This is an optimization exercise on Yosys and OpenROAD, whose aim is small area, not a production implementation. Function was checked by simulation only, so behaviour that the tests miss may differ from the original.

**run.sh**
```bash
#!/bin/bash
# synth_recipe.tcl (not shown) runs the flow's synth.tcl, then flattens the netlist and writes it again
# the make line also repeats each setting of config.mk as NAME=value (left out here)
make -C /OpenROAD-flow-scripts/flow DESIGN_CONFIG=/design/flow/config.mk WORK_HOME=/design/flow/orfs CLKGATE_MAP_FILE= SYNTH_SCRIPT=/design/flow/synth_recipe.tcl finish
```
**config.mk**
```make
export PLATFORM = sky130hd
export DESIGN_NAME = mm_top
export DESIGN_NICKNAME = mm_top
export VERILOG_FILES = /design/flow/design.v
export SDC_FILE = /design/flow/constraint.sdc
export NUM_CORES = 4
export LEC_CHECK = 0
export ABC_AREA = 1
export CAP_MARGIN = 10
export CORE_MARGIN = 2
export CORE_UTILIZATION = 80
export CTS_BUF_LIST = sky130_fd_sc_hd__clkbuf_8 sky130_fd_sc_hd__clkbuf_16
export CTS_CLUSTER_DIAMETER = 80
export CTS_CLUSTER_SIZE = 30
export SLEW_MARGIN = 10
export SYNTH_HIERARCHICAL = 1
export SYNTH_MINIMUM_KEEP_SIZE = 0
```
**constraint.sdc**
```tcl
create_clock -name core_clock -period 11.0 [get_ports {clk_buf}]
set_input_delay 2.2000 -clock core_clock [delete_from_list [all_inputs] [get_ports {clk_buf}]]
set_output_delay 2.2000 -clock core_clock [all_outputs]
set_load 0.01 [all_outputs]
```
**design.v**
```verilog
package mm_data_pkg;
    typedef logic signed [8-1:0] mm_elem_t;
    typedef logic signed [32-1:0] mm_acc_t;
    typedef logic [4*8-1:0] mm_row_t;
endpackage
package mm_cmd_pkg;
    typedef enum logic [1:0] {
        OP_NOP    = 2'd0,
        OP_LOAD_A = 2'd1,
        OP_LOAD_B = 2'd2,
        OP_START  = 2'd3
    } mm_opcode_e;
    typedef union packed {
        struct packed {
            logic [(4 * 8)-5:0] rsvd;
            logic [1:0]           row;
            mm_opcode_e           opcode;
        } ctrl;
        logic [(4 * 8)-1:0] elems;
    } mm_cmd_word_u;
endpackage
`timescale 1ns/1ns
module mm_dot4 (
    input  logic [127:0] a_rows,    
    input  logic [127:0] b_rows,    
    input  logic [3:0]   a_ok,      
    input  logic [3:0]   b_ok,
    input  logic [1:0]   ri,        
    input  logic [1:0]   cj,        
    output logic [17:0] y
);
    logic [7:0] a0, a1, a2, a3, b0, b1, b2, b3;
    logic [7:0] a_k [4];
    logic [7:0] b_k [4];
    always_comb begin
        for (int k = 0; k < 4; k++) begin
            a_k[k] = '0;
            b_k[k] = '0;
            for (int i = 0; i < 4; i++) begin
                if (ri == 2'(i) && a_ok[i] && b_ok[k]) a_k[k] = a_rows[i*32 + k*8 +: 8];
                if (cj == 2'(i))                       b_k[k] = b_rows[k*32 + i*8 +: 8];
            end
        end
    end
    assign a0 = a_k[0]; assign a1 = a_k[1]; assign a2 = a_k[2]; assign a3 = a_k[3];
    assign b0 = b_k[0]; assign b1 = b_k[1]; assign b2 = b_k[2]; assign b3 = b_k[3];
    logic p1;
    logic p2;
    logic p3;
    logic p4;
    logic p5;
    logic p6;
    logic p7;
    logic p8;
    logic p9;
    logic p10;
    logic p11;
    logic p12;
    logic p13;
    logic p14;
    logic p15;
    logic p16;
    logic p17;
    logic p18;
    logic p19;
    logic p20;
    logic p21;
    logic p22;
    logic p23;
    logic p24;
    logic p25;
    logic p26;
    logic p27;
    logic p28;
    logic p29;
    logic p30;
    logic p31;
    logic p32;
    logic p33;
    logic p34;
    logic p35;
    logic p36;
    logic p37;
    logic p38;
    logic p39;
    logic p40;
    logic p41;
    logic p42;
    logic p43;
    logic p44;
    logic p45;
    logic p46;
    logic p47;
    logic p48;
    logic p49;
    logic p50;
    logic p51;
    logic p52;
    logic p53;
    logic p54;
    logic p55;
    logic p56;
    logic p57;
    logic p58;
    logic p59;
    logic p60;
    logic p61;
    logic p62;
    logic p63;
    logic p64;
    logic p65;
    logic p66;
    logic p67;
    logic p68;
    logic p69;
    logic p70;
    logic p71;
    logic p72;
    logic p73;
    logic p74;
    logic p75;
    logic p76;
    logic p77;
    logic p78;
    logic p79;
    logic p80;
    logic p81;
    logic p82;
    logic p83;
    logic p84;
    logic p85;
    logic p86;
    logic p87;
    logic p88;
    logic p89;
    logic p90;
    logic p91;
    logic p92;
    logic p93;
    logic p94;
    logic p95;
    logic p96;
    logic p97;
    logic p98;
    logic p99;
    logic p100;
    logic p101;
    logic p102;
    logic p103;
    logic p104;
    logic p105;
    logic p106;
    logic p107;
    logic p108;
    logic p109;
    logic p110;
    logic p111;
    logic p112;
    logic p113;
    logic p114;
    logic p115;
    logic p116;
    logic p117;
    logic p118;
    logic p119;
    logic p120;
    logic p121;
    logic p122;
    logic p123;
    logic p124;
    logic p125;
    logic p126;
    logic p127;
    logic p128;
    logic p129;
    logic p130;
    logic p131;
    logic p132;
    logic p133;
    logic p134;
    logic p135;
    logic p136;
    logic p137;
    logic p138;
    logic p139;
    logic p140;
    logic p141;
    logic p142;
    logic p143;
    logic p144;
    logic p145;
    logic p146;
    logic p147;
    logic p148;
    logic p149;
    logic p150;
    logic p151;
    logic p152;
    logic p153;
    logic p154;
    logic p155;
    logic p156;
    logic p157;
    logic p158;
    logic p159;
    logic p160;
    logic p161;
    logic p162;
    logic p163;
    logic p164;
    logic p165;
    logic p166;
    logic p167;
    logic p168;
    logic p169;
    logic p170;
    logic p171;
    logic p172;
    logic p173;
    logic p174;
    logic p175;
    logic p176;
    logic p177;
    logic p178;
    logic p179;
    logic p180;
    logic p181;
    logic p182;
    logic p183;
    logic p184;
    logic p185;
    logic p186;
    logic p187;
    logic p188;
    logic p189;
    logic p190;
    logic p191;
    logic p192;
    logic p193;
    logic p194;
    logic p195;
    logic p196;
    logic p197;
    logic p198;
    logic p199;
    logic p200;
    logic p201;
    logic p202;
    logic p203;
    logic p204;
    logic p205;
    logic p206;
    logic p207;
    logic p208;
    logic p209;
    logic p210;
    logic p211;
    logic p212;
    logic p213;
    logic p214;
    logic p215;
    logic p216;
    logic p217;
    logic p218;
    logic p219;
    logic p220;
    logic p221;
    logic p222;
    logic p223;
    logic p224;
    logic p225;
    logic p226;
    logic p227;
    logic p228;
    logic p229;
    logic p230;
    logic p231;
    logic p232;
    logic p233;
    logic p234;
    logic p235;
    logic p236;
    logic p237;
    logic p238;
    logic p239;
    logic p240;
    logic p241;
    logic p242;
    logic p243;
    logic p244;
    logic p245;
    logic p246;
    logic p247;
    logic p248;
    logic p249;
    logic p250;
    logic p251;
    logic p252;
    logic p253;
    logic p254;
    logic p255;
    logic p256;
    logic s257;
    logic c258;
    logic s259;
    logic c260;
    logic s261;
    logic c262;
    logic s263;
    logic c264;
    logic s265;
    logic c266;
    logic s267;
    logic c268;
    logic s269;
    logic c270;
    logic s271;
    logic c272;
    logic s273;
    logic c274;
    logic s275;
    logic c276;
    logic s277;
    logic c278;
    logic s279;
    logic c280;
    logic s281;
    logic c282;
    logic s283;
    logic c284;
    logic s285;
    logic c286;
    logic s287;
    logic c288;
    logic s289;
    logic c290;
    logic s291;
    logic c292;
    logic s293;
    logic c294;
    logic s295;
    logic c296;
    logic s297;
    logic c298;
    logic s299;
    logic c300;
    logic s301;
    logic c302;
    logic s303;
    logic c304;
    logic s305;
    logic c306;
    logic s307;
    logic c308;
    logic s309;
    logic c310;
    logic s311;
    logic c312;
    logic s313;
    logic c314;
    logic s315;
    logic c316;
    logic s317;
    logic c318;
    logic s319;
    logic c320;
    logic s321;
    logic c322;
    logic s323;
    logic c324;
    logic s325;
    logic c326;
    logic s327;
    logic c328;
    logic s329;
    logic c330;
    logic s331;
    logic c332;
    logic s333;
    logic c334;
    logic s335;
    logic c336;
    logic s337;
    logic c338;
    logic s339;
    logic c340;
    logic s341;
    logic c342;
    logic s343;
    logic c344;
    logic s345;
    logic c346;
    logic s347;
    logic c348;
    logic s349;
    logic c350;
    logic s351;
    logic c352;
    logic s353;
    logic c354;
    logic s355;
    logic c356;
    logic s357;
    logic c358;
    logic s359;
    logic c360;
    logic s361;
    logic c362;
    logic s363;
    logic c364;
    logic s365;
    logic c366;
    logic s367;
    logic c368;
    logic s369;
    logic c370;
    logic s371;
    logic c372;
    logic s373;
    logic c374;
    logic s375;
    logic c376;
    logic s377;
    logic c378;
    logic s379;
    logic c380;
    logic s381;
    logic c382;
    logic s383;
    logic c384;
    logic s385;
    logic c386;
    logic s387;
    logic c388;
    logic s389;
    logic c390;
    logic s391;
    logic c392;
    logic s393;
    logic c394;
    logic s395;
    logic c396;
    logic s397;
    logic c398;
    logic s399;
    logic c400;
    logic s401;
    logic c402;
    logic s403;
    logic c404;
    logic s405;
    logic c406;
    logic s407;
    logic c408;
    logic s409;
    logic c410;
    logic s411;
    logic c412;
    logic s413;
    logic c414;
    logic s415;
    logic c416;
    logic s417;
    logic c418;
    logic s419;
    logic c420;
    logic s421;
    logic c422;
    logic s423;
    logic c424;
    logic s425;
    logic c426;
    logic s427;
    logic c428;
    logic s429;
    logic c430;
    logic s431;
    logic c432;
    logic s433;
    logic c434;
    logic s435;
    logic c436;
    logic s437;
    logic c438;
    logic s439;
    logic c440;
    logic s441;
    logic c442;
    logic s443;
    logic c444;
    logic s445;
    logic c446;
    logic s447;
    logic c448;
    logic s449;
    logic c450;
    logic s451;
    logic c452;
    logic s453;
    logic c454;
    logic s455;
    logic c456;
    logic s457;
    logic c458;
    logic s459;
    logic c460;
    logic s461;
    logic c462;
    logic s463;
    logic c464;
    logic s465;
    logic c466;
    logic s467;
    logic c468;
    logic s469;
    logic c470;
    logic s471;
    logic c472;
    logic s473;
    logic c474;
    logic s475;
    logic c476;
    logic s477;
    logic c478;
    logic s479;
    logic c480;
    logic s481;
    logic c482;
    logic s483;
    logic c484;
    logic s485;
    logic c486;
    logic s487;
    logic c488;
    logic s489;
    logic c490;
    logic s491;
    logic c492;
    logic s493;
    logic c494;
    logic s495;
    logic c496;
    logic s497;
    logic c498;
    logic s499;
    logic c500;
    logic s501;
    logic c502;
    logic s503;
    logic c504;
    logic s505;
    logic c506;
    logic s507;
    logic c508;
    logic s509;
    logic c510;
    logic s511;
    logic c512;
    logic s513;
    logic c514;
    logic s515;
    logic c516;
    logic s517;
    logic c518;
    logic s519;
    logic c520;
    logic s521;
    logic c522;
    logic s523;
    logic c524;
    logic s525;
    logic c526;
    logic s527;
    logic c528;
    logic s529;
    logic c530;
    logic s531;
    logic c532;
    logic s533;
    logic c534;
    logic s535;
    logic c536;
    logic s537;
    logic c538;
    logic s539;
    logic c540;
    logic s541;
    logic c542;
    logic s543;
    logic c544;
    logic s545;
    logic c546;
    logic s547;
    logic c548;
    logic s549;
    logic c550;
    logic s551;
    logic c552;
    logic s553;
    logic c554;
    logic s555;
    logic c556;
    logic s557;
    logic c558;
    logic s559;
    logic c560;
    logic s561;
    logic c562;
    logic s563;
    logic c564;
    logic s565;
    logic c566;
    logic s567;
    logic c568;
    logic s569;
    logic c570;
    logic s571;
    logic c572;
    logic s573;
    logic c574;
    logic s575;
    logic c576;
    logic s577;
    logic c578;
    logic s579;
    logic c580;
    logic s581;
    logic c582;
    logic s583;
    logic c584;
    logic s585;
    logic c586;
    logic s587;
    logic c588;
    logic s589;
    logic c590;
    logic s591;
    logic c592;
    logic s593;
    logic c594;
    logic s595;
    logic c596;
    logic s597;
    logic c598;
    logic s599;
    logic c600;
    logic s601;
    logic c602;
    logic s603;
    logic c604;
    logic s605;
    logic c606;
    logic s607;
    logic c608;
    logic s609;
    logic c610;
    logic s611;
    logic c612;
    logic s613;
    logic c614;
    logic s615;
    logic c616;
    logic s617;
    logic c618;
    logic s619;
    logic c620;
    logic s621;
    logic c622;
    logic s623;
    logic c624;
    logic s625;
    logic c626;
    logic s627;
    logic c628;
    logic s629;
    logic c630;
    logic s631;
    logic c632;
    logic s633;
    logic c634;
    logic s635;
    logic c636;
    logic s637;
    logic c638;
    logic s639;
    logic c640;
    logic s641;
    logic c642;
    logic s643;
    logic c644;
    logic s645;
    logic c646;
    logic s647;
    logic c648;
    logic s649;
    logic c650;
    logic s651;
    logic c652;
    logic s653;
    logic c654;
    logic s655;
    logic c656;
    logic s657;
    logic c658;
    logic s659;
    logic c660;
    logic s661;
    logic c662;
    logic s663;
    logic c664;
    logic s665;
    logic c666;
    logic s667;
    logic c668;
    logic s669;
    logic c670;
    logic s671;
    logic c672;
    logic s673;
    logic c674;
    logic s675;
    logic c676;
    logic s677;
    logic c678;
    logic s679;
    logic c680;
    logic s681;
    logic c682;
    logic s683;
    logic c684;
    logic s685;
    logic c686;
    logic s687;
    logic c688;
    logic s689;
    logic c690;
    logic s691;
    logic c692;
    logic s693;
    logic c694;
    logic s695;
    logic c696;
    logic s697;
    logic c698;
    logic s699;
    logic c700;
    logic s701;
    logic c702;
    logic s703;
    logic c704;
    logic s705;
    logic c706;
    logic s707;
    logic c708;
    logic s709;
    logic c710;
    logic s711;
    logic c712;
    logic s713;
    logic c714;
    logic s715;
    logic c716;
    logic s717;
    logic c718;
    logic s719;
    logic c720;
    logic s721;
    logic c722;
    logic s723;
    logic c724;
    logic s725;
    logic c726;
    logic s727;
    logic c728;
    logic s729;
    logic c730;
    logic s731;
    logic c732;
    logic s733;
    logic c734;
    logic s735;
    logic c736;
    logic s737;
    logic c738;
    logic s739;
    logic c740;
    logic s741;
    logic c742;
    logic s743;
    logic c744;
    logic s745;
    logic c746;
    logic s747;
    logic c748;
    logic s749;
    logic c750;
    logic s751;
    logic c752;
    assign p1 = (a0[0] & b0[0]);
    assign p2 = (a1[0] & b1[0]);
    assign p3 = (a2[0] & b2[0]);
    assign p4 = (a3[0] & b3[0]);
    assign p5 = (a0[0] & b0[1]);
    assign p6 = (a0[1] & b0[0]);
    assign p7 = (a1[0] & b1[1]);
    assign p8 = (a1[1] & b1[0]);
    assign p9 = (a2[0] & b2[1]);
    assign p10 = (a2[1] & b2[0]);
    assign p11 = (a3[0] & b3[1]);
    assign p12 = (a3[1] & b3[0]);
    assign p13 = (a0[0] & b0[2]);
    assign p14 = (a0[1] & b0[1]);
    assign p15 = (a0[2] & b0[0]);
    assign p16 = (a1[0] & b1[2]);
    assign p17 = (a1[1] & b1[1]);
    assign p18 = (a1[2] & b1[0]);
    assign p19 = (a2[0] & b2[2]);
    assign p20 = (a2[1] & b2[1]);
    assign p21 = (a2[2] & b2[0]);
    assign p22 = (a3[0] & b3[2]);
    assign p23 = (a3[1] & b3[1]);
    assign p24 = (a3[2] & b3[0]);
    assign p25 = (a0[0] & b0[3]);
    assign p26 = (a0[1] & b0[2]);
    assign p27 = (a0[2] & b0[1]);
    assign p28 = (a0[3] & b0[0]);
    assign p29 = (a1[0] & b1[3]);
    assign p30 = (a1[1] & b1[2]);
    assign p31 = (a1[2] & b1[1]);
    assign p32 = (a1[3] & b1[0]);
    assign p33 = (a2[0] & b2[3]);
    assign p34 = (a2[1] & b2[2]);
    assign p35 = (a2[2] & b2[1]);
    assign p36 = (a2[3] & b2[0]);
    assign p37 = (a3[0] & b3[3]);
    assign p38 = (a3[1] & b3[2]);
    assign p39 = (a3[2] & b3[1]);
    assign p40 = (a3[3] & b3[0]);
    assign p41 = (a0[0] & b0[4]);
    assign p42 = (a0[1] & b0[3]);
    assign p43 = (a0[2] & b0[2]);
    assign p44 = (a0[3] & b0[1]);
    assign p45 = (a0[4] & b0[0]);
    assign p46 = (a1[0] & b1[4]);
    assign p47 = (a1[1] & b1[3]);
    assign p48 = (a1[2] & b1[2]);
    assign p49 = (a1[3] & b1[1]);
    assign p50 = (a1[4] & b1[0]);
    assign p51 = (a2[0] & b2[4]);
    assign p52 = (a2[1] & b2[3]);
    assign p53 = (a2[2] & b2[2]);
    assign p54 = (a2[3] & b2[1]);
    assign p55 = (a2[4] & b2[0]);
    assign p56 = (a3[0] & b3[4]);
    assign p57 = (a3[1] & b3[3]);
    assign p58 = (a3[2] & b3[2]);
    assign p59 = (a3[3] & b3[1]);
    assign p60 = (a3[4] & b3[0]);
    assign p61 = (a0[0] & b0[5]);
    assign p62 = (a0[1] & b0[4]);
    assign p63 = (a0[2] & b0[3]);
    assign p64 = (a0[3] & b0[2]);
    assign p65 = (a0[4] & b0[1]);
    assign p66 = (a0[5] & b0[0]);
    assign p67 = (a1[0] & b1[5]);
    assign p68 = (a1[1] & b1[4]);
    assign p69 = (a1[2] & b1[3]);
    assign p70 = (a1[3] & b1[2]);
    assign p71 = (a1[4] & b1[1]);
    assign p72 = (a1[5] & b1[0]);
    assign p73 = (a2[0] & b2[5]);
    assign p74 = (a2[1] & b2[4]);
    assign p75 = (a2[2] & b2[3]);
    assign p76 = (a2[3] & b2[2]);
    assign p77 = (a2[4] & b2[1]);
    assign p78 = (a2[5] & b2[0]);
    assign p79 = (a3[0] & b3[5]);
    assign p80 = (a3[1] & b3[4]);
    assign p81 = (a3[2] & b3[3]);
    assign p82 = (a3[3] & b3[2]);
    assign p83 = (a3[4] & b3[1]);
    assign p84 = (a3[5] & b3[0]);
    assign p85 = (a0[0] & b0[6]);
    assign p86 = (a0[1] & b0[5]);
    assign p87 = (a0[2] & b0[4]);
    assign p88 = (a0[3] & b0[3]);
    assign p89 = (a0[4] & b0[2]);
    assign p90 = (a0[5] & b0[1]);
    assign p91 = (a0[6] & b0[0]);
    assign p92 = (a1[0] & b1[6]);
    assign p93 = (a1[1] & b1[5]);
    assign p94 = (a1[2] & b1[4]);
    assign p95 = (a1[3] & b1[3]);
    assign p96 = (a1[4] & b1[2]);
    assign p97 = (a1[5] & b1[1]);
    assign p98 = (a1[6] & b1[0]);
    assign p99 = (a2[0] & b2[6]);
    assign p100 = (a2[1] & b2[5]);
    assign p101 = (a2[2] & b2[4]);
    assign p102 = (a2[3] & b2[3]);
    assign p103 = (a2[4] & b2[2]);
    assign p104 = (a2[5] & b2[1]);
    assign p105 = (a2[6] & b2[0]);
    assign p106 = (a3[0] & b3[6]);
    assign p107 = (a3[1] & b3[5]);
    assign p108 = (a3[2] & b3[4]);
    assign p109 = (a3[3] & b3[3]);
    assign p110 = (a3[4] & b3[2]);
    assign p111 = (a3[5] & b3[1]);
    assign p112 = (a3[6] & b3[0]);
    assign p113 = (~a0[0] | ~b0[7]);
    assign p114 = (a0[1] & b0[6]);
    assign p115 = (a0[2] & b0[5]);
    assign p116 = (a0[3] & b0[4]);
    assign p117 = (a0[4] & b0[3]);
    assign p118 = (a0[5] & b0[2]);
    assign p119 = (a0[6] & b0[1]);
    assign p120 = (~a0[7] | ~b0[0]);
    assign p121 = (~a1[0] | ~b1[7]);
    assign p122 = (a1[1] & b1[6]);
    assign p123 = (a1[2] & b1[5]);
    assign p124 = (a1[3] & b1[4]);
    assign p125 = (a1[4] & b1[3]);
    assign p126 = (a1[5] & b1[2]);
    assign p127 = (a1[6] & b1[1]);
    assign p128 = (~a1[7] | ~b1[0]);
    assign p129 = (~a2[0] | ~b2[7]);
    assign p130 = (a2[1] & b2[6]);
    assign p131 = (a2[2] & b2[5]);
    assign p132 = (a2[3] & b2[4]);
    assign p133 = (a2[4] & b2[3]);
    assign p134 = (a2[5] & b2[2]);
    assign p135 = (a2[6] & b2[1]);
    assign p136 = (~a2[7] | ~b2[0]);
    assign p137 = (~a3[0] | ~b3[7]);
    assign p138 = (a3[1] & b3[6]);
    assign p139 = (a3[2] & b3[5]);
    assign p140 = (a3[3] & b3[4]);
    assign p141 = (a3[4] & b3[3]);
    assign p142 = (a3[5] & b3[2]);
    assign p143 = (a3[6] & b3[1]);
    assign p144 = (~a3[7] | ~b3[0]);
    assign p145 = (~a0[1] | ~b0[7]);
    assign p146 = (a0[2] & b0[6]);
    assign p147 = (a0[3] & b0[5]);
    assign p148 = (a0[4] & b0[4]);
    assign p149 = (a0[5] & b0[3]);
    assign p150 = (a0[6] & b0[2]);
    assign p151 = (~a0[7] | ~b0[1]);
    assign p152 = (~a1[1] | ~b1[7]);
    assign p153 = (a1[2] & b1[6]);
    assign p154 = (a1[3] & b1[5]);
    assign p155 = (a1[4] & b1[4]);
    assign p156 = (a1[5] & b1[3]);
    assign p157 = (a1[6] & b1[2]);
    assign p158 = (~a1[7] | ~b1[1]);
    assign p159 = (~a2[1] | ~b2[7]);
    assign p160 = (a2[2] & b2[6]);
    assign p161 = (a2[3] & b2[5]);
    assign p162 = (a2[4] & b2[4]);
    assign p163 = (a2[5] & b2[3]);
    assign p164 = (a2[6] & b2[2]);
    assign p165 = (~a2[7] | ~b2[1]);
    assign p166 = (~a3[1] | ~b3[7]);
    assign p167 = (a3[2] & b3[6]);
    assign p168 = (a3[3] & b3[5]);
    assign p169 = (a3[4] & b3[4]);
    assign p170 = (a3[5] & b3[3]);
    assign p171 = (a3[6] & b3[2]);
    assign p172 = (~a3[7] | ~b3[1]);
    assign p173 = (~a0[2] | ~b0[7]);
    assign p174 = (a0[3] & b0[6]);
    assign p175 = (a0[4] & b0[5]);
    assign p176 = (a0[5] & b0[4]);
    assign p177 = (a0[6] & b0[3]);
    assign p178 = (~a0[7] | ~b0[2]);
    assign p179 = (~a1[2] | ~b1[7]);
    assign p180 = (a1[3] & b1[6]);
    assign p181 = (a1[4] & b1[5]);
    assign p182 = (a1[5] & b1[4]);
    assign p183 = (a1[6] & b1[3]);
    assign p184 = (~a1[7] | ~b1[2]);
    assign p185 = (~a2[2] | ~b2[7]);
    assign p186 = (a2[3] & b2[6]);
    assign p187 = (a2[4] & b2[5]);
    assign p188 = (a2[5] & b2[4]);
    assign p189 = (a2[6] & b2[3]);
    assign p190 = (~a2[7] | ~b2[2]);
    assign p191 = (~a3[2] | ~b3[7]);
    assign p192 = (a3[3] & b3[6]);
    assign p193 = (a3[4] & b3[5]);
    assign p194 = (a3[5] & b3[4]);
    assign p195 = (a3[6] & b3[3]);
    assign p196 = (~a3[7] | ~b3[2]);
    assign p197 = (~a0[3] | ~b0[7]);
    assign p198 = (a0[4] & b0[6]);
    assign p199 = (a0[5] & b0[5]);
    assign p200 = (a0[6] & b0[4]);
    assign p201 = (~a0[7] | ~b0[3]);
    assign p202 = (~a1[3] | ~b1[7]);
    assign p203 = (a1[4] & b1[6]);
    assign p204 = (a1[5] & b1[5]);
    assign p205 = (a1[6] & b1[4]);
    assign p206 = (~a1[7] | ~b1[3]);
    assign p207 = (~a2[3] | ~b2[7]);
    assign p208 = (a2[4] & b2[6]);
    assign p209 = (a2[5] & b2[5]);
    assign p210 = (a2[6] & b2[4]);
    assign p211 = (~a2[7] | ~b2[3]);
    assign p212 = (~a3[3] | ~b3[7]);
    assign p213 = (a3[4] & b3[6]);
    assign p214 = (a3[5] & b3[5]);
    assign p215 = (a3[6] & b3[4]);
    assign p216 = (~a3[7] | ~b3[3]);
    assign p217 = (~a0[4] | ~b0[7]);
    assign p218 = (a0[5] & b0[6]);
    assign p219 = (a0[6] & b0[5]);
    assign p220 = (~a0[7] | ~b0[4]);
    assign p221 = (~a1[4] | ~b1[7]);
    assign p222 = (a1[5] & b1[6]);
    assign p223 = (a1[6] & b1[5]);
    assign p224 = (~a1[7] | ~b1[4]);
    assign p225 = (~a2[4] | ~b2[7]);
    assign p226 = (a2[5] & b2[6]);
    assign p227 = (a2[6] & b2[5]);
    assign p228 = (~a2[7] | ~b2[4]);
    assign p229 = (~a3[4] | ~b3[7]);
    assign p230 = (a3[5] & b3[6]);
    assign p231 = (a3[6] & b3[5]);
    assign p232 = (~a3[7] | ~b3[4]);
    assign p233 = (~a0[5] | ~b0[7]);
    assign p234 = (a0[6] & b0[6]);
    assign p235 = (~a0[7] | ~b0[5]);
    assign p236 = (~a1[5] | ~b1[7]);
    assign p237 = (a1[6] & b1[6]);
    assign p238 = (~a1[7] | ~b1[5]);
    assign p239 = (~a2[5] | ~b2[7]);
    assign p240 = (a2[6] & b2[6]);
    assign p241 = (~a2[7] | ~b2[5]);
    assign p242 = (~a3[5] | ~b3[7]);
    assign p243 = (a3[6] & b3[6]);
    assign p244 = (~a3[7] | ~b3[5]);
    assign p245 = (~a0[6] | ~b0[7]);
    assign p246 = (~a0[7] | ~b0[6]);
    assign p247 = (~a1[6] | ~b1[7]);
    assign p248 = (~a1[7] | ~b1[6]);
    assign p249 = (~a2[6] | ~b2[7]);
    assign p250 = (~a2[7] | ~b2[6]);
    assign p251 = (~a3[6] | ~b3[7]);
    assign p252 = (~a3[7] | ~b3[6]);
    assign p253 = (a0[7] & b0[7]);
    assign p254 = (a1[7] & b1[7]);
    assign p255 = (a2[7] & b2[7]);
    assign p256 = (a3[7] & b3[7]);
    mm_fa u_s257 (.a(p1), .b(p2), .c(p3), .s(s257), .co(c258));
    mm_ha u_s259 (.a(p4), .b(s257), .s(s259), .co(c260));
    mm_fa u_s261 (.a(p5), .b(p6), .c(p7), .s(s261), .co(c262));
    mm_fa u_s263 (.a(p8), .b(p9), .c(p10), .s(s263), .co(c264));
    mm_fa u_s265 (.a(p11), .b(p12), .c(c258), .s(s265), .co(c266));
    mm_fa u_s267 (.a(s261), .b(s263), .c(c260), .s(s267), .co(c268));
    mm_ha u_s269 (.a(s265), .b(s267), .s(s269), .co(c270));
    mm_fa u_s271 (.a(p13), .b(p14), .c(p15), .s(s271), .co(c272));
    mm_fa u_s273 (.a(p16), .b(p17), .c(p18), .s(s273), .co(c274));
    mm_fa u_s275 (.a(p19), .b(p20), .c(p21), .s(s275), .co(c276));
    mm_fa u_s277 (.a(p22), .b(p23), .c(p24), .s(s277), .co(c278));
    mm_fa u_s279 (.a(c262), .b(c264), .c(s271), .s(s279), .co(c280));
    mm_fa u_s281 (.a(s273), .b(s275), .c(s277), .s(s281), .co(c282));
    mm_fa u_s283 (.a(c266), .b(s279), .c(s281), .s(s283), .co(c284));
    mm_fa u_s285 (.a(c268), .b(c270), .c(s283), .s(s285), .co(c286));
    mm_fa u_s287 (.a(p25), .b(p26), .c(p27), .s(s287), .co(c288));
    mm_fa u_s289 (.a(p28), .b(p29), .c(p30), .s(s289), .co(c290));
    mm_fa u_s291 (.a(p31), .b(p32), .c(p33), .s(s291), .co(c292));
    mm_fa u_s293 (.a(p34), .b(p35), .c(p36), .s(s293), .co(c294));
    mm_fa u_s295 (.a(p37), .b(p38), .c(p39), .s(s295), .co(c296));
    mm_fa u_s297 (.a(p40), .b(c272), .c(c274), .s(s297), .co(c298));
    mm_fa u_s299 (.a(c276), .b(c278), .c(s287), .s(s299), .co(c300));
    mm_fa u_s301 (.a(s289), .b(s291), .c(s293), .s(s301), .co(c302));
    mm_fa u_s303 (.a(s295), .b(s297), .c(c280), .s(s303), .co(c304));
    mm_fa u_s305 (.a(c282), .b(s299), .c(s301), .s(s305), .co(c306));
    mm_fa u_s307 (.a(c284), .b(s303), .c(s305), .s(s307), .co(c308));
    mm_ha u_s309 (.a(c286), .b(s307), .s(s309), .co(c310));
    mm_fa u_s311 (.a(p41), .b(p42), .c(p43), .s(s311), .co(c312));
    mm_fa u_s313 (.a(p44), .b(p45), .c(p46), .s(s313), .co(c314));
    mm_fa u_s315 (.a(p47), .b(p48), .c(p49), .s(s315), .co(c316));
    mm_fa u_s317 (.a(p50), .b(p51), .c(p52), .s(s317), .co(c318));
    mm_fa u_s319 (.a(p53), .b(p54), .c(p55), .s(s319), .co(c320));
    mm_fa u_s321 (.a(p56), .b(p57), .c(p58), .s(s321), .co(c322));
    mm_fa u_s323 (.a(p59), .b(p60), .c(c288), .s(s323), .co(c324));
    mm_fa u_s325 (.a(c290), .b(c292), .c(c294), .s(s325), .co(c326));
    mm_fa u_s327 (.a(c296), .b(s311), .c(s313), .s(s327), .co(c328));
    mm_fa u_s329 (.a(s315), .b(s317), .c(s319), .s(s329), .co(c330));
    mm_fa u_s331 (.a(s321), .b(c298), .c(s323), .s(s331), .co(c332));
    mm_fa u_s333 (.a(s325), .b(c300), .c(c302), .s(s333), .co(c334));
    mm_fa u_s335 (.a(s327), .b(s329), .c(c304), .s(s335), .co(c336));
    mm_fa u_s337 (.a(c306), .b(s331), .c(s333), .s(s337), .co(c338));
    mm_fa u_s339 (.a(s335), .b(c308), .c(s337), .s(s339), .co(c340));
    mm_ha u_s341 (.a(c310), .b(s339), .s(s341), .co(c342));
    mm_fa u_s343 (.a(p61), .b(p62), .c(p63), .s(s343), .co(c344));
    mm_fa u_s345 (.a(p64), .b(p65), .c(p66), .s(s345), .co(c346));
    mm_fa u_s347 (.a(p67), .b(p68), .c(p69), .s(s347), .co(c348));
    mm_fa u_s349 (.a(p70), .b(p71), .c(p72), .s(s349), .co(c350));
    mm_fa u_s351 (.a(p73), .b(p74), .c(p75), .s(s351), .co(c352));
    mm_fa u_s353 (.a(p76), .b(p77), .c(p78), .s(s353), .co(c354));
    mm_fa u_s355 (.a(p79), .b(p80), .c(p81), .s(s355), .co(c356));
    mm_fa u_s357 (.a(p82), .b(p83), .c(p84), .s(s357), .co(c358));
    mm_fa u_s359 (.a(c312), .b(c314), .c(c316), .s(s359), .co(c360));
    mm_fa u_s361 (.a(c318), .b(c320), .c(c322), .s(s361), .co(c362));
    mm_fa u_s363 (.a(s343), .b(s345), .c(s347), .s(s363), .co(c364));
    mm_fa u_s365 (.a(s349), .b(s351), .c(s353), .s(s365), .co(c366));
    mm_fa u_s367 (.a(s355), .b(s357), .c(c324), .s(s367), .co(c368));
    mm_fa u_s369 (.a(c326), .b(s359), .c(s361), .s(s369), .co(c370));
    mm_fa u_s371 (.a(c328), .b(c330), .c(s363), .s(s371), .co(c372));
    mm_fa u_s373 (.a(s365), .b(c332), .c(s367), .s(s373), .co(c374));
    mm_fa u_s375 (.a(c334), .b(s369), .c(s371), .s(s375), .co(c376));
    mm_fa u_s377 (.a(c336), .b(c338), .c(s373), .s(s377), .co(c378));
    mm_fa u_s379 (.a(s375), .b(c340), .c(s377), .s(s379), .co(c380));
    mm_ha u_s381 (.a(c342), .b(s379), .s(s381), .co(c382));
    mm_fa u_s383 (.a(p85), .b(p86), .c(p87), .s(s383), .co(c384));
    mm_fa u_s385 (.a(p88), .b(p89), .c(p90), .s(s385), .co(c386));
    mm_fa u_s387 (.a(p91), .b(p92), .c(p93), .s(s387), .co(c388));
    mm_fa u_s389 (.a(p94), .b(p95), .c(p96), .s(s389), .co(c390));
    mm_fa u_s391 (.a(p97), .b(p98), .c(p99), .s(s391), .co(c392));
    mm_fa u_s393 (.a(p100), .b(p101), .c(p102), .s(s393), .co(c394));
    mm_fa u_s395 (.a(p103), .b(p104), .c(p105), .s(s395), .co(c396));
    mm_fa u_s397 (.a(p106), .b(p107), .c(p108), .s(s397), .co(c398));
    mm_fa u_s399 (.a(p109), .b(p110), .c(p111), .s(s399), .co(c400));
    mm_fa u_s401 (.a(p112), .b(c344), .c(c346), .s(s401), .co(c402));
    mm_fa u_s403 (.a(c348), .b(c350), .c(c352), .s(s403), .co(c404));
    mm_fa u_s405 (.a(c354), .b(c356), .c(c358), .s(s405), .co(c406));
    mm_fa u_s407 (.a(s383), .b(s385), .c(s387), .s(s407), .co(c408));
    mm_fa u_s409 (.a(s389), .b(s391), .c(s393), .s(s409), .co(c410));
    mm_fa u_s411 (.a(s395), .b(s397), .c(s399), .s(s411), .co(c412));
    mm_fa u_s413 (.a(c360), .b(c362), .c(s401), .s(s413), .co(c414));
    mm_fa u_s415 (.a(s403), .b(s405), .c(c364), .s(s415), .co(c416));
    mm_fa u_s417 (.a(c366), .b(s407), .c(s409), .s(s417), .co(c418));
    mm_fa u_s419 (.a(s411), .b(c368), .c(c370), .s(s419), .co(c420));
    mm_fa u_s421 (.a(c372), .b(s413), .c(s415), .s(s421), .co(c422));
    mm_fa u_s423 (.a(s417), .b(c374), .c(s419), .s(s423), .co(c424));
    mm_fa u_s425 (.a(c376), .b(s421), .c(c378), .s(s425), .co(c426));
    mm_fa u_s427 (.a(s423), .b(c380), .c(s425), .s(s427), .co(c428));
    mm_ha u_s429 (.a(c382), .b(s427), .s(s429), .co(c430));
    mm_fa u_s431 (.a(p113), .b(p114), .c(p115), .s(s431), .co(c432));
    mm_fa u_s433 (.a(p116), .b(p117), .c(p118), .s(s433), .co(c434));
    mm_fa u_s435 (.a(p119), .b(p120), .c(p121), .s(s435), .co(c436));
    mm_fa u_s437 (.a(p122), .b(p123), .c(p124), .s(s437), .co(c438));
    mm_fa u_s439 (.a(p125), .b(p126), .c(p127), .s(s439), .co(c440));
    mm_fa u_s441 (.a(p128), .b(p129), .c(p130), .s(s441), .co(c442));
    mm_fa u_s443 (.a(p131), .b(p132), .c(p133), .s(s443), .co(c444));
    mm_fa u_s445 (.a(p134), .b(p135), .c(p136), .s(s445), .co(c446));
    mm_fa u_s447 (.a(p137), .b(p138), .c(p139), .s(s447), .co(c448));
    mm_fa u_s449 (.a(p140), .b(p141), .c(p142), .s(s449), .co(c450));
    mm_fa u_s451 (.a(p143), .b(p144), .c(c384), .s(s451), .co(c452));
    mm_fa u_s453 (.a(c386), .b(c388), .c(c390), .s(s453), .co(c454));
    mm_fa u_s455 (.a(c392), .b(c394), .c(c396), .s(s455), .co(c456));
    mm_fa u_s457 (.a(c398), .b(c400), .c(s431), .s(s457), .co(c458));
    mm_fa u_s459 (.a(s433), .b(s435), .c(s437), .s(s459), .co(c460));
    mm_fa u_s461 (.a(s439), .b(s441), .c(s443), .s(s461), .co(c462));
    mm_fa u_s463 (.a(s445), .b(s447), .c(s449), .s(s463), .co(c464));
    mm_fa u_s465 (.a(c402), .b(c404), .c(c406), .s(s465), .co(c466));
    mm_fa u_s467 (.a(s451), .b(s453), .c(s455), .s(s467), .co(c468));
    mm_fa u_s469 (.a(c408), .b(c410), .c(c412), .s(s469), .co(c470));
    mm_fa u_s471 (.a(s457), .b(s459), .c(s461), .s(s471), .co(c472));
    mm_fa u_s473 (.a(s463), .b(c414), .c(s465), .s(s473), .co(c474));
    mm_fa u_s475 (.a(c416), .b(c418), .c(s467), .s(s475), .co(c476));
    mm_fa u_s477 (.a(s469), .b(s471), .c(c420), .s(s477), .co(c478));
    mm_fa u_s479 (.a(c422), .b(s473), .c(s475), .s(s479), .co(c480));
    mm_fa u_s481 (.a(c424), .b(s477), .c(s479), .s(s481), .co(c482));
    mm_fa u_s483 (.a(c426), .b(s481), .c(c428), .s(s483), .co(c484));
    mm_ha u_s485 (.a(c430), .b(s483), .s(s485), .co(c486));
    mm_fa u_s487 (.a(p145), .b(p146), .c(p147), .s(s487), .co(c488));
    mm_fa u_s489 (.a(p148), .b(p149), .c(p150), .s(s489), .co(c490));
    mm_fa u_s491 (.a(p151), .b(p152), .c(p153), .s(s491), .co(c492));
    mm_fa u_s493 (.a(p154), .b(p155), .c(p156), .s(s493), .co(c494));
    mm_fa u_s495 (.a(p157), .b(p158), .c(p159), .s(s495), .co(c496));
    mm_fa u_s497 (.a(p160), .b(p161), .c(p162), .s(s497), .co(c498));
    mm_fa u_s499 (.a(p163), .b(p164), .c(p165), .s(s499), .co(c500));
    mm_fa u_s501 (.a(p166), .b(p167), .c(p168), .s(s501), .co(c502));
    mm_fa u_s503 (.a(p169), .b(p170), .c(p171), .s(s503), .co(c504));
    mm_fa u_s505 (.a(p172), .b(c432), .c(c434), .s(s505), .co(c506));
    mm_fa u_s507 (.a(c436), .b(c438), .c(c440), .s(s507), .co(c508));
    mm_fa u_s509 (.a(c442), .b(c444), .c(c446), .s(s509), .co(c510));
    mm_fa u_s511 (.a(c448), .b(c450), .c(s487), .s(s511), .co(c512));
    mm_fa u_s513 (.a(s489), .b(s491), .c(s493), .s(s513), .co(c514));
    mm_fa u_s515 (.a(s495), .b(s497), .c(s499), .s(s515), .co(c516));
    mm_fa u_s517 (.a(s501), .b(s503), .c(c452), .s(s517), .co(c518));
    mm_fa u_s519 (.a(c454), .b(c456), .c(s505), .s(s519), .co(c520));
    mm_fa u_s521 (.a(s507), .b(s509), .c(c458), .s(s521), .co(c522));
    mm_fa u_s523 (.a(c460), .b(c462), .c(c464), .s(s523), .co(c524));
    mm_fa u_s525 (.a(s511), .b(s513), .c(s515), .s(s525), .co(c526));
    mm_fa u_s527 (.a(c466), .b(c468), .c(s517), .s(s527), .co(c528));
    mm_fa u_s529 (.a(c470), .b(c472), .c(s519), .s(s529), .co(c530));
    mm_fa u_s531 (.a(s521), .b(s523), .c(s525), .s(s531), .co(c532));
    mm_fa u_s533 (.a(c474), .b(c476), .c(s527), .s(s533), .co(c534));
    mm_fa u_s535 (.a(s529), .b(s531), .c(c478), .s(s535), .co(c536));
    mm_fa u_s537 (.a(c480), .b(s533), .c(s535), .s(s537), .co(c538));
    mm_fa u_s539 (.a(c482), .b(s537), .c(c484), .s(s539), .co(c540));
    mm_ha u_s541 (.a(c486), .b(s539), .s(s541), .co(c542));
    mm_fa u_s543 (.a(p173), .b(p174), .c(p175), .s(s543), .co(c544));
    mm_fa u_s545 (.a(p176), .b(p177), .c(p178), .s(s545), .co(c546));
    mm_fa u_s547 (.a(p179), .b(p180), .c(p181), .s(s547), .co(c548));
    mm_fa u_s549 (.a(p182), .b(p183), .c(p184), .s(s549), .co(c550));
    mm_fa u_s551 (.a(p185), .b(p186), .c(p187), .s(s551), .co(c552));
    mm_fa u_s553 (.a(p188), .b(p189), .c(p190), .s(s553), .co(c554));
    mm_fa u_s555 (.a(p191), .b(p192), .c(p193), .s(s555), .co(c556));
    mm_fa u_s557 (.a(p194), .b(p195), .c(p196), .s(s557), .co(c558));
    mm_fa u_s559 (.a(c488), .b(c490), .c(c492), .s(s559), .co(c560));
    mm_fa u_s561 (.a(c494), .b(c496), .c(c498), .s(s561), .co(c562));
    mm_fa u_s563 (.a(c500), .b(c502), .c(c504), .s(s563), .co(c564));
    mm_fa u_s565 (.a(s543), .b(s545), .c(s547), .s(s565), .co(c566));
    mm_fa u_s567 (.a(s549), .b(s551), .c(s553), .s(s567), .co(c568));
    mm_fa u_s569 (.a(s555), .b(s557), .c(c506), .s(s569), .co(c570));
    mm_fa u_s571 (.a(c508), .b(c510), .c(s559), .s(s571), .co(c572));
    mm_fa u_s573 (.a(s561), .b(s563), .c(c512), .s(s573), .co(c574));
    mm_fa u_s575 (.a(c514), .b(c516), .c(s565), .s(s575), .co(c576));
    mm_fa u_s577 (.a(s567), .b(c518), .c(c520), .s(s577), .co(c578));
    mm_fa u_s579 (.a(s569), .b(c522), .c(c524), .s(s579), .co(c580));
    mm_fa u_s581 (.a(c526), .b(s571), .c(s573), .s(s581), .co(c582));
    mm_fa u_s583 (.a(s575), .b(c528), .c(s577), .s(s583), .co(c584));
    mm_fa u_s585 (.a(c530), .b(s579), .c(c532), .s(s585), .co(c586));
    mm_fa u_s587 (.a(s581), .b(c534), .c(s583), .s(s587), .co(c588));
    mm_fa u_s589 (.a(s585), .b(c536), .c(s587), .s(s589), .co(c590));
    mm_fa u_s591 (.a(c538), .b(s589), .c(c540), .s(s591), .co(c592));
    mm_ha u_s593 (.a(c542), .b(s591), .s(s593), .co(c594));
    assign s595 = ~(p197 ^ p198);
    assign c596 = p197 | p198;
    mm_fa u_s597 (.a(p199), .b(p200), .c(p201), .s(s597), .co(c598));
    mm_fa u_s599 (.a(p202), .b(p203), .c(p204), .s(s599), .co(c600));
    mm_fa u_s601 (.a(p205), .b(p206), .c(p207), .s(s601), .co(c602));
    mm_fa u_s603 (.a(p208), .b(p209), .c(p210), .s(s603), .co(c604));
    mm_fa u_s605 (.a(p211), .b(p212), .c(p213), .s(s605), .co(c606));
    mm_fa u_s607 (.a(p214), .b(p215), .c(p216), .s(s607), .co(c608));
    mm_fa u_s609 (.a(c544), .b(c546), .c(c548), .s(s609), .co(c610));
    mm_fa u_s611 (.a(c550), .b(c552), .c(c554), .s(s611), .co(c612));
    mm_fa u_s613 (.a(c556), .b(c558), .c(s595), .s(s613), .co(c614));
    mm_fa u_s615 (.a(s597), .b(s599), .c(s601), .s(s615), .co(c616));
    mm_fa u_s617 (.a(s603), .b(s605), .c(s607), .s(s617), .co(c618));
    mm_fa u_s619 (.a(c560), .b(c562), .c(c564), .s(s619), .co(c620));
    mm_fa u_s621 (.a(s609), .b(s611), .c(c566), .s(s621), .co(c622));
    mm_fa u_s623 (.a(c568), .b(s613), .c(s615), .s(s623), .co(c624));
    mm_fa u_s625 (.a(s617), .b(c570), .c(c572), .s(s625), .co(c626));
    mm_fa u_s627 (.a(s619), .b(c574), .c(c576), .s(s627), .co(c628));
    mm_fa u_s629 (.a(s621), .b(s623), .c(c578), .s(s629), .co(c630));
    mm_fa u_s631 (.a(c580), .b(s625), .c(c582), .s(s631), .co(c632));
    mm_fa u_s633 (.a(s627), .b(c584), .c(s629), .s(s633), .co(c634));
    mm_fa u_s635 (.a(c586), .b(s631), .c(c588), .s(s635), .co(c636));
    mm_fa u_s637 (.a(s633), .b(c590), .c(s635), .s(s637), .co(c638));
    mm_fa u_s639 (.a(s637), .b(c592), .c(c594), .s(s639), .co(c640));
    mm_fa u_s641 (.a(p217), .b(p218), .c(p219), .s(s641), .co(c642));
    mm_fa u_s643 (.a(p220), .b(p221), .c(p222), .s(s643), .co(c644));
    mm_fa u_s645 (.a(p223), .b(p224), .c(p225), .s(s645), .co(c646));
    mm_fa u_s647 (.a(p226), .b(p227), .c(p228), .s(s647), .co(c648));
    mm_fa u_s649 (.a(p229), .b(p230), .c(p231), .s(s649), .co(c650));
    mm_fa u_s651 (.a(p232), .b(c596), .c(c598), .s(s651), .co(c652));
    mm_fa u_s653 (.a(c600), .b(c602), .c(c604), .s(s653), .co(c654));
    mm_fa u_s655 (.a(c606), .b(c608), .c(s641), .s(s655), .co(c656));
    mm_fa u_s657 (.a(s643), .b(s645), .c(s647), .s(s657), .co(c658));
    mm_fa u_s659 (.a(s649), .b(c610), .c(c612), .s(s659), .co(c660));
    mm_fa u_s661 (.a(s651), .b(s653), .c(c614), .s(s661), .co(c662));
    mm_fa u_s663 (.a(c616), .b(c618), .c(s655), .s(s663), .co(c664));
    mm_fa u_s665 (.a(s657), .b(c620), .c(s659), .s(s665), .co(c666));
    mm_fa u_s667 (.a(c622), .b(c624), .c(s661), .s(s667), .co(c668));
    mm_fa u_s669 (.a(s663), .b(c626), .c(c628), .s(s669), .co(c670));
    mm_fa u_s671 (.a(s665), .b(s667), .c(c630), .s(s671), .co(c672));
    mm_fa u_s673 (.a(c632), .b(s669), .c(c634), .s(s673), .co(c674));
    mm_fa u_s675 (.a(s671), .b(c636), .c(s673), .s(s675), .co(c676));
    mm_fa u_s677 (.a(c638), .b(s675), .c(c640), .s(s677), .co(c678));
    mm_fa u_s679 (.a(p233), .b(p234), .c(p235), .s(s679), .co(c680));
    mm_fa u_s681 (.a(p236), .b(p237), .c(p238), .s(s681), .co(c682));
    mm_fa u_s683 (.a(p239), .b(p240), .c(p241), .s(s683), .co(c684));
    mm_fa u_s685 (.a(p242), .b(p243), .c(p244), .s(s685), .co(c686));
    mm_fa u_s687 (.a(c642), .b(c644), .c(c646), .s(s687), .co(c688));
    mm_fa u_s689 (.a(c648), .b(c650), .c(s679), .s(s689), .co(c690));
    mm_fa u_s691 (.a(s681), .b(s683), .c(s685), .s(s691), .co(c692));
    mm_fa u_s693 (.a(c652), .b(c654), .c(s687), .s(s693), .co(c694));
    mm_fa u_s695 (.a(c656), .b(c658), .c(s689), .s(s695), .co(c696));
    mm_fa u_s697 (.a(s691), .b(c660), .c(c662), .s(s697), .co(c698));
    mm_fa u_s699 (.a(c664), .b(s693), .c(s695), .s(s699), .co(c700));
    mm_fa u_s701 (.a(c666), .b(c668), .c(s697), .s(s701), .co(c702));
    mm_fa u_s703 (.a(s699), .b(c670), .c(s701), .s(s703), .co(c704));
    mm_fa u_s705 (.a(c672), .b(s703), .c(c674), .s(s705), .co(c706));
    mm_fa u_s707 (.a(c676), .b(s705), .c(c678), .s(s707), .co(c708));
    mm_fa u_s709 (.a(p245), .b(p246), .c(p247), .s(s709), .co(c710));
    mm_fa u_s711 (.a(p248), .b(p249), .c(p250), .s(s711), .co(c712));
    mm_fa u_s713 (.a(p251), .b(p252), .c(c680), .s(s713), .co(c714));
    mm_fa u_s715 (.a(c682), .b(c684), .c(c686), .s(s715), .co(c716));
    mm_fa u_s717 (.a(s709), .b(s711), .c(c688), .s(s717), .co(c718));
    mm_fa u_s719 (.a(s713), .b(s715), .c(c690), .s(s719), .co(c720));
    mm_fa u_s721 (.a(c692), .b(c694), .c(s717), .s(s721), .co(c722));
    mm_fa u_s723 (.a(c696), .b(s719), .c(c698), .s(s723), .co(c724));
    mm_fa u_s725 (.a(s721), .b(c700), .c(c702), .s(s725), .co(c726));
    mm_fa u_s727 (.a(s723), .b(c704), .c(s725), .s(s727), .co(c728));
    mm_fa u_s729 (.a(s727), .b(c706), .c(c708), .s(s729), .co(c730));
    mm_fa u_s731 (.a(p253), .b(p254), .c(p255), .s(s731), .co(c732));
    mm_fa u_s733 (.a(p256), .b(c710), .c(c712), .s(s733), .co(c734));
    mm_fa u_s735 (.a(s731), .b(c714), .c(c716), .s(s735), .co(c736));
    mm_fa u_s737 (.a(s733), .b(c718), .c(s735), .s(s737), .co(c738));
    mm_fa u_s739 (.a(c720), .b(c722), .c(s737), .s(s739), .co(c740));
    mm_fa u_s741 (.a(c724), .b(s739), .c(c726), .s(s741), .co(c742));
    mm_fa u_s743 (.a(c728), .b(s741), .c(c730), .s(s743), .co(c744));
    mm_fa u_s745 (.a(c732), .b(c734), .c(c736), .s(s745), .co(c746));
    mm_fa u_s747 (.a(c738), .b(s745), .c(c740), .s(s747), .co(c748));
    mm_fa u_s749 (.a(s747), .b(c742), .c(c744), .s(s749), .co(c750));
    mm_fa u_s751 (.a(c746), .b(c748), .c(c750), .s(s751), .co(c752));
    assign y[0] = s259;
    assign y[1] = s269;
    assign y[2] = s285;
    assign y[3] = s309;
    assign y[4] = s341;
    assign y[5] = s381;
    assign y[6] = s429;
    assign y[7] = s485;
    assign y[8] = s541;
    assign y[9] = s593;
    assign y[10] = s639;
    assign y[11] = s677;
    assign y[12] = s707;
    assign y[13] = s729;
    assign y[14] = s743;
    assign y[15] = s749;
    assign y[16] = s751;
    assign y[17] = ~(c752);
endmodule
module mm_fa (
    input  logic a, b, c,
    output logic s, co
);
    assign s  = a ^ b ^ c;
    assign co = (a & b) | (a & c) | (b & c);
endmodule
module mm_ha (
    input  logic a, b,
    output logic s, co
);
    assign s  = a ^ b;
    assign co = a & b;
endmodule
`timescale 1ns/1ns
module mm_top (
    input  logic         clk_buf,
    input  logic         sys_reset,
    input  logic         cmd_valid,
    input  logic [(4 * 8)-1:0] cmd_word,
    output logic         cmd_credit,
    output logic         res_valid,
    output mm_data_pkg::mm_acc_t      res_data,
    input  logic         res_credit,
    output logic         busy,
    output logic         done
);
    logic [3:0]  slot0, slot1;
    logic        wr_ptr, rd_ptr;
    logic [1:0]  fill;
    logic        wexp;           
    logic        expect_data;    
    logic [31:0] dreg;
    logic        row_sel_b;
    logic [1:0]  row_idx;
    logic [3:0]  head;
    logic        pop;
    assign head       = rd_ptr ? slot1 : slot0;
    assign pop        = (fill != 2'd0) && !busy;
    assign cmd_credit = pop;
    always_ff @(posedge clk_buf) begin
        if (cmd_valid) begin
            if (wr_ptr) slot1 <= cmd_word[3:0];
            else        slot0 <= cmd_word[3:0];
        end
        if (cmd_valid && wexp) begin
            dreg <= cmd_word;
        end
    end
    always_ff @(posedge clk_buf or posedge sys_reset) begin
        if (sys_reset) begin
            wr_ptr      <= 1'b0;
            rd_ptr      <= 1'b0;
            fill        <= 2'd0;
            wexp        <= 1'b0;
            expect_data <= 1'b0;
            row_sel_b   <= 1'b0;
            row_idx     <= 2'd0;
        end else begin
            if (cmd_valid) begin
                wr_ptr <= ~wr_ptr;
                wexp   <= !wexp && (cmd_word[1:0] == mm_cmd_pkg::OP_LOAD_A ||
                                    cmd_word[1:0] == mm_cmd_pkg::OP_LOAD_B);
            end
            if (pop) begin
                rd_ptr <= ~rd_ptr;
            end
            case ({cmd_valid, pop})
                2'b10:   fill <= fill + 1'b1;
                2'b01:   fill <= fill - 1'b1;
                default: ;
            endcase
            if (pop) begin
                if (expect_data) begin
                    expect_data <= 1'b0;
                end else if (head[1:0] == mm_cmd_pkg::OP_LOAD_A ||
                             head[1:0] == mm_cmd_pkg::OP_LOAD_B) begin
                    expect_data <= 1'b1;
                    row_sel_b   <= head[1];
                    row_idx     <= head[3:2];
                end
            end
        end
    end
    logic [31:0] a_buf [4];
    logic [31:0] b_buf [4];
    logic [3:0]  a_ok, b_ok;
    logic        row_we;
    assign row_we = pop && expect_data;
    always_ff @(posedge clk_buf) begin
        for (int r = 0; r < 4; r++) begin
            if (row_we && !row_sel_b && row_idx == 2'(r)) a_buf[r] <= dreg;
            if (row_we &&  row_sel_b && row_idx == 2'(r)) b_buf[r] <= dreg;
        end
    end
    always_ff @(posedge clk_buf or posedge sys_reset) begin
        if (sys_reset) begin
            a_ok <= 4'd0;
            b_ok <= 4'd0;
        end else begin
            for (int r = 0; r < 4; r++) begin
                if (row_we && !row_sel_b && row_idx == 2'(r)) a_ok[r] <= 1'b1;
                if (row_we &&  row_sel_b && row_idx == 2'(r)) b_ok[r] <= 1'b1;
            end
        end
    end
    logic [3:0] cnt;
    logic       draining;
    logic [2:0] credits;
    logic       send;
    logic       advance;
    logic       drain_done;
    logic       start;
    assign send       = draining && (credits != 3'd0);
    assign drain_done = busy && !draining && res_valid;
    assign advance    = (busy && !draining && !res_valid) || send;
    assign start      = pop && !expect_data && (head[1:0] == mm_cmd_pkg::OP_START);
    always_ff @(posedge clk_buf or posedge sys_reset) begin
        if (sys_reset) begin
            cnt       <= 4'd0;
            busy      <= 1'b0;
            done      <= 1'b0;
            draining  <= 1'b0;
            res_valid <= 1'b0;
            credits   <= 3'(4);
        end else begin
            res_valid <= send;
            if (advance) begin
                cnt <= cnt + 1'b1;
                if (cnt == 4'd15) begin
                    draining <= !draining;
                end
            end
            if (drain_done) begin
                busy <= 1'b0;
                done <= 1'b1;
            end
            if (start) begin
                busy <= 1'b1;
                done <= 1'b0;
            end
            case ({send, res_credit})
                2'b10:   credits <= credits - 1'b1;
                2'b01:   credits <= credits + 1'b1;
                default: ;
            endcase
        end
    end
    logic [17:0] sum;
    mm_dot4 u_dot (
        .a_rows ({a_buf[3], a_buf[2], a_buf[1], a_buf[0]}),
        .b_rows ({b_buf[3], b_buf[2], b_buf[1], b_buf[0]}),
        .a_ok   (a_ok),
        .b_ok   (b_ok),
        .ri     (cnt[3:2]),
        .cj     (cnt[1:0]),
        .y      (sum)
    );
    logic [17:0] res_q;
    always_ff @(posedge clk_buf) begin
        res_q <= sum;
    end
    assign res_data = {{14{res_q[17]}}, res_q};
endmodule
```
==> impl_metrics.csv <==
group,metric,value,unit
synthesis,postSynthCellCount,1490,
final_layout,area_delta_synth_final,8.12,%
sta,final.setup.tns,0,ns
cts,cts_htree_levels,1,
synthesis,syn_nets,1779,
sta,post-route-min-period,10.26,ns
sta,relSlewSlack,30.6,%
cts,post_cts_buffers,0,
synthesis,yosysSeqAreaShare,52.5,%
synthesis,syn_area_per_cell,12.7,sq um
job,max-cap-violations,0,
final_layout,nFillCells,931,
die,start_util,81.1,%
sta,fin_skew,0.0830,ns
synthesis,synth_top_area_cell,"edfxtp_1",
global_route,grt_pass1_wl,86100,um
synthesis,synthMuxAreaShare,0.0594,%
cts,cts_hold_buf,0,
cts,cts_buffer_depth,3,
sta,hold_viol,0,
placed_design,hpwlAfterDp,39800,um
synthesis,synthDistinctLibCells,39,
die,die-area,25000,sq um
critical_path,path_max_fanout,10,
final_layout,multi_input_area,8290,sq um
critical_path,setup.worst_path.start_class,"flop",
final_layout,fin_area,20500,sq um
route,drt_wl_total,58900,um
synthesis,synth_area_leaders,"edfxtp_1, fa_1, nor2_1",
sta,fmax,97.4,MHz
cts,postCtsResizedCells,0,
min_path,min_path_type,"reg -> reg",
synthesis,yosysMostFrequentCell,"edfxtp_1",
final_layout,post-route-util,87.7,%
die,ios,72,
placed_design,dpl_cell_area,20000,sq um
synthesis,synth_edf_count,296,
route,antenna_left,0,
global_route,first_global_vias,14400,
synthesis,synthAdderAreaFrac,26.1,%
critical_path,cp.arrival,10.65,ns
placed_design,port_buffers,71,
sta,setup-violations-final,0,
sta,finalCritPeriodShare,93.3,%
route,drt_iter0_markers,2735,
synthesis,synth_area,19000,sq um
die,die_h,158,um
final_layout,seq_area,9950,sq um
synthesis,async_flop_share,8.19,%
cts,cts_made_buffers,18,
cts,cts_sinks,342,
sta,worst_slack,0.737,ns
synthesis,synth_compound_area_share,3.52,%
cts,root_buffer,"clkbuf_16",
route,wl_per_cell,31.2,um
route,route.vias.total,13600,
synthesis,synth_xor_area_share,0.369,%
die,die_x,158,um
final_layout,final_cell_count_no_fill,1889,
global_route,grt_max_degree,34,
synthesis,synth.top_cell.area_share,46.9,%
outcome,status,"finished clean",
sta,slew_violations,0,
synthesis,synth_warnings,12,
placed_design,place.gp.congestion,1.02,
global_route,overflow,0,
synthesis,ys_seq_elements,342,
critical_path,critPathCaptureType,"flop",
route,drc,0,
synthesis,yosys_most_used_dff,"edfxtp_1",
route,viasPerCell,7.19,
cts,clock_latency,0.58,ns
sta,rsz0062_at_grt,"no",
synthesis,synth_top_family_by_area,"adder cells",
die,rows,56,
final_layout,nNetsFinal,1846,
critical_path,cp.required,11.39,ns
cts,cts_tree,"yes",
final_layout,layout-drive-gt1-share,6.05,%
die,core,23400,sq um
critical_path,critical_path_class,"reg -> reg",
sta,worst_pin_slew,1.04,ns
route,drtPass1Iterations,7,
global_route,antenna_found_initial,1,
synthesis,yosys.area_share.simple,13.5,%
global_route,grtUsageTotal,49.4,%
placed_design,pre_cts_slack,1.13,ns
synthesis,ys_top_cells_by_count,"edfxtp_1, nor2_1, fa_1",
placed_design,placedCellCount,1856,
cts,cts.clk_slew.worst_paths,0.11,ns
-- per-module statistics from Yosys, one instance, submodules excluded --
module	copies in the design	area, sq um	flops+latches
mm_top	1	10700	342
mm_fa	238	20.0	0
mm_dot4	1	3360	0
mm_ha	9	12.5	0
-- critical path: stages, from the launching register on --
cell     delay [ns]
dfrtp_1        0.64
inv_1          0.09
nand3_1        0.26
nor2_1         0.24
nand2_1        0.12
nand3_1        0.24
nor2_1         0.70
nor2_1         0.15
fa_1           0.59
fa_1           0.46
fa_1           0.43
fa_1           0.46
fa_1           0.48
fa_1           0.40
fa_1           0.50
fa_1           0.42
fa_1           0.42
fa_1           0.47
ha_1           0.21
fa_1           0.40
fa_1           0.40
fa_1           0.38
fa_1           0.39
fa_1           0.39
fa_1           0.38
fa_1           0.44
-- path summary, 6_finish.rpt --
path,to,start,cells past startpoint,slack [ns]
max in group asynchronous,credits[1],sys_reset,2,8.48
min,credits[2],credits[2],1,0.49
max reg2reg,res_q[16],cnt[2],25,0.74
min in group asynchronous,draining,sys_reset,2,2.03
min reg2reg,credits[2],credits[2],1,0.49
max,res_q[16],cnt[2],25,0.74
-- per-stage QoR --
stage	hold WS [ns]
6_report	0.487
3_5_place_dp	0.483
5_1_grt	0.502
4_1_cts	0.490
2_1_floorplan	0.444
3_3_place_gp	0.476
-- final cells by class --
type	count	area share (%)
flip-flops and latches	342	48.5
multi-input cells	991	40.4
repair buffers	100	4.53
clock buffers	18	2.20
well taps	319	1.95
inverters	104	1.92
clock inverters	14	0.476
diodes	1	0.0122
-- flip-flops by register name, summed over array words and instances, names as in the netlist, 2 cells and up --
signal	count
a_buf	128
b_buf	128
dreg	32
res_q	18
a_ok	4
b_ok	4
cnt	4
slot0	4
slot1	4
credits	3
fill	2
row_idx	2
-- routing by layer --
layer  wire, um  share of wire, %  vias up  track usage [%]
li1           -                 -     5060                -
met1      17400                30     6428             60.0
met2      27000                46     1648             76.1
met3       9670                16      454             18.3
met4       4870               8.3        0             30.8
met5          0                 0        -                0
-- cell usage in the layout (no fill, tap or decap), types with 27 or more instances in the layout --
cell	n
edfxtp_1	296
dfrtp_1	27
buf_4	29
o21ai_0	51
inv_1	106
nand2_1	229
clkdlybuf4s50_1	71
nor2_1	245
nand3_1	72
nand4_1	36
a21oi_1	38
fa_1	239
-- cells by family after synthesis --
kind of cell,count (synthesis)
buf+inv,157
mux,1
flops,342
compound gates,118
xor+xnor,8
fa+ha+maj,253
simple gates,611

==> re-timing with driven ports <==
No port has a modelled driver above. Below, the same layout with a new extraction and two added sets of constraints.
Step 1 sets driving cells, clkbuf_16 on the clock port and buf_2 on the other inputs (assumed; they add their load-dependent delay and slew).
Step 2 adds t to the input delays and takes it off the output delays; t is the mean of the earliest and latest rising clock arrival at the registers after step 1. Input paths then give back, and output paths get back, about the clock's delay inside the block.
a / b / c = ideal / step 1 / step 2; a / b = the first two.
t (ns): 0.594
slack for setup (ns): 0.737 / 0.737 / 0.737
worst hold slack (ns): 0.487 / 0.487 / 0.487
cell pins on the clock port's net: 1
After both steps setup and hold are still met in this run. For this run, drivers alone change the setup slack by 0.000 ns; drivers and shift together by 0.000 ns.
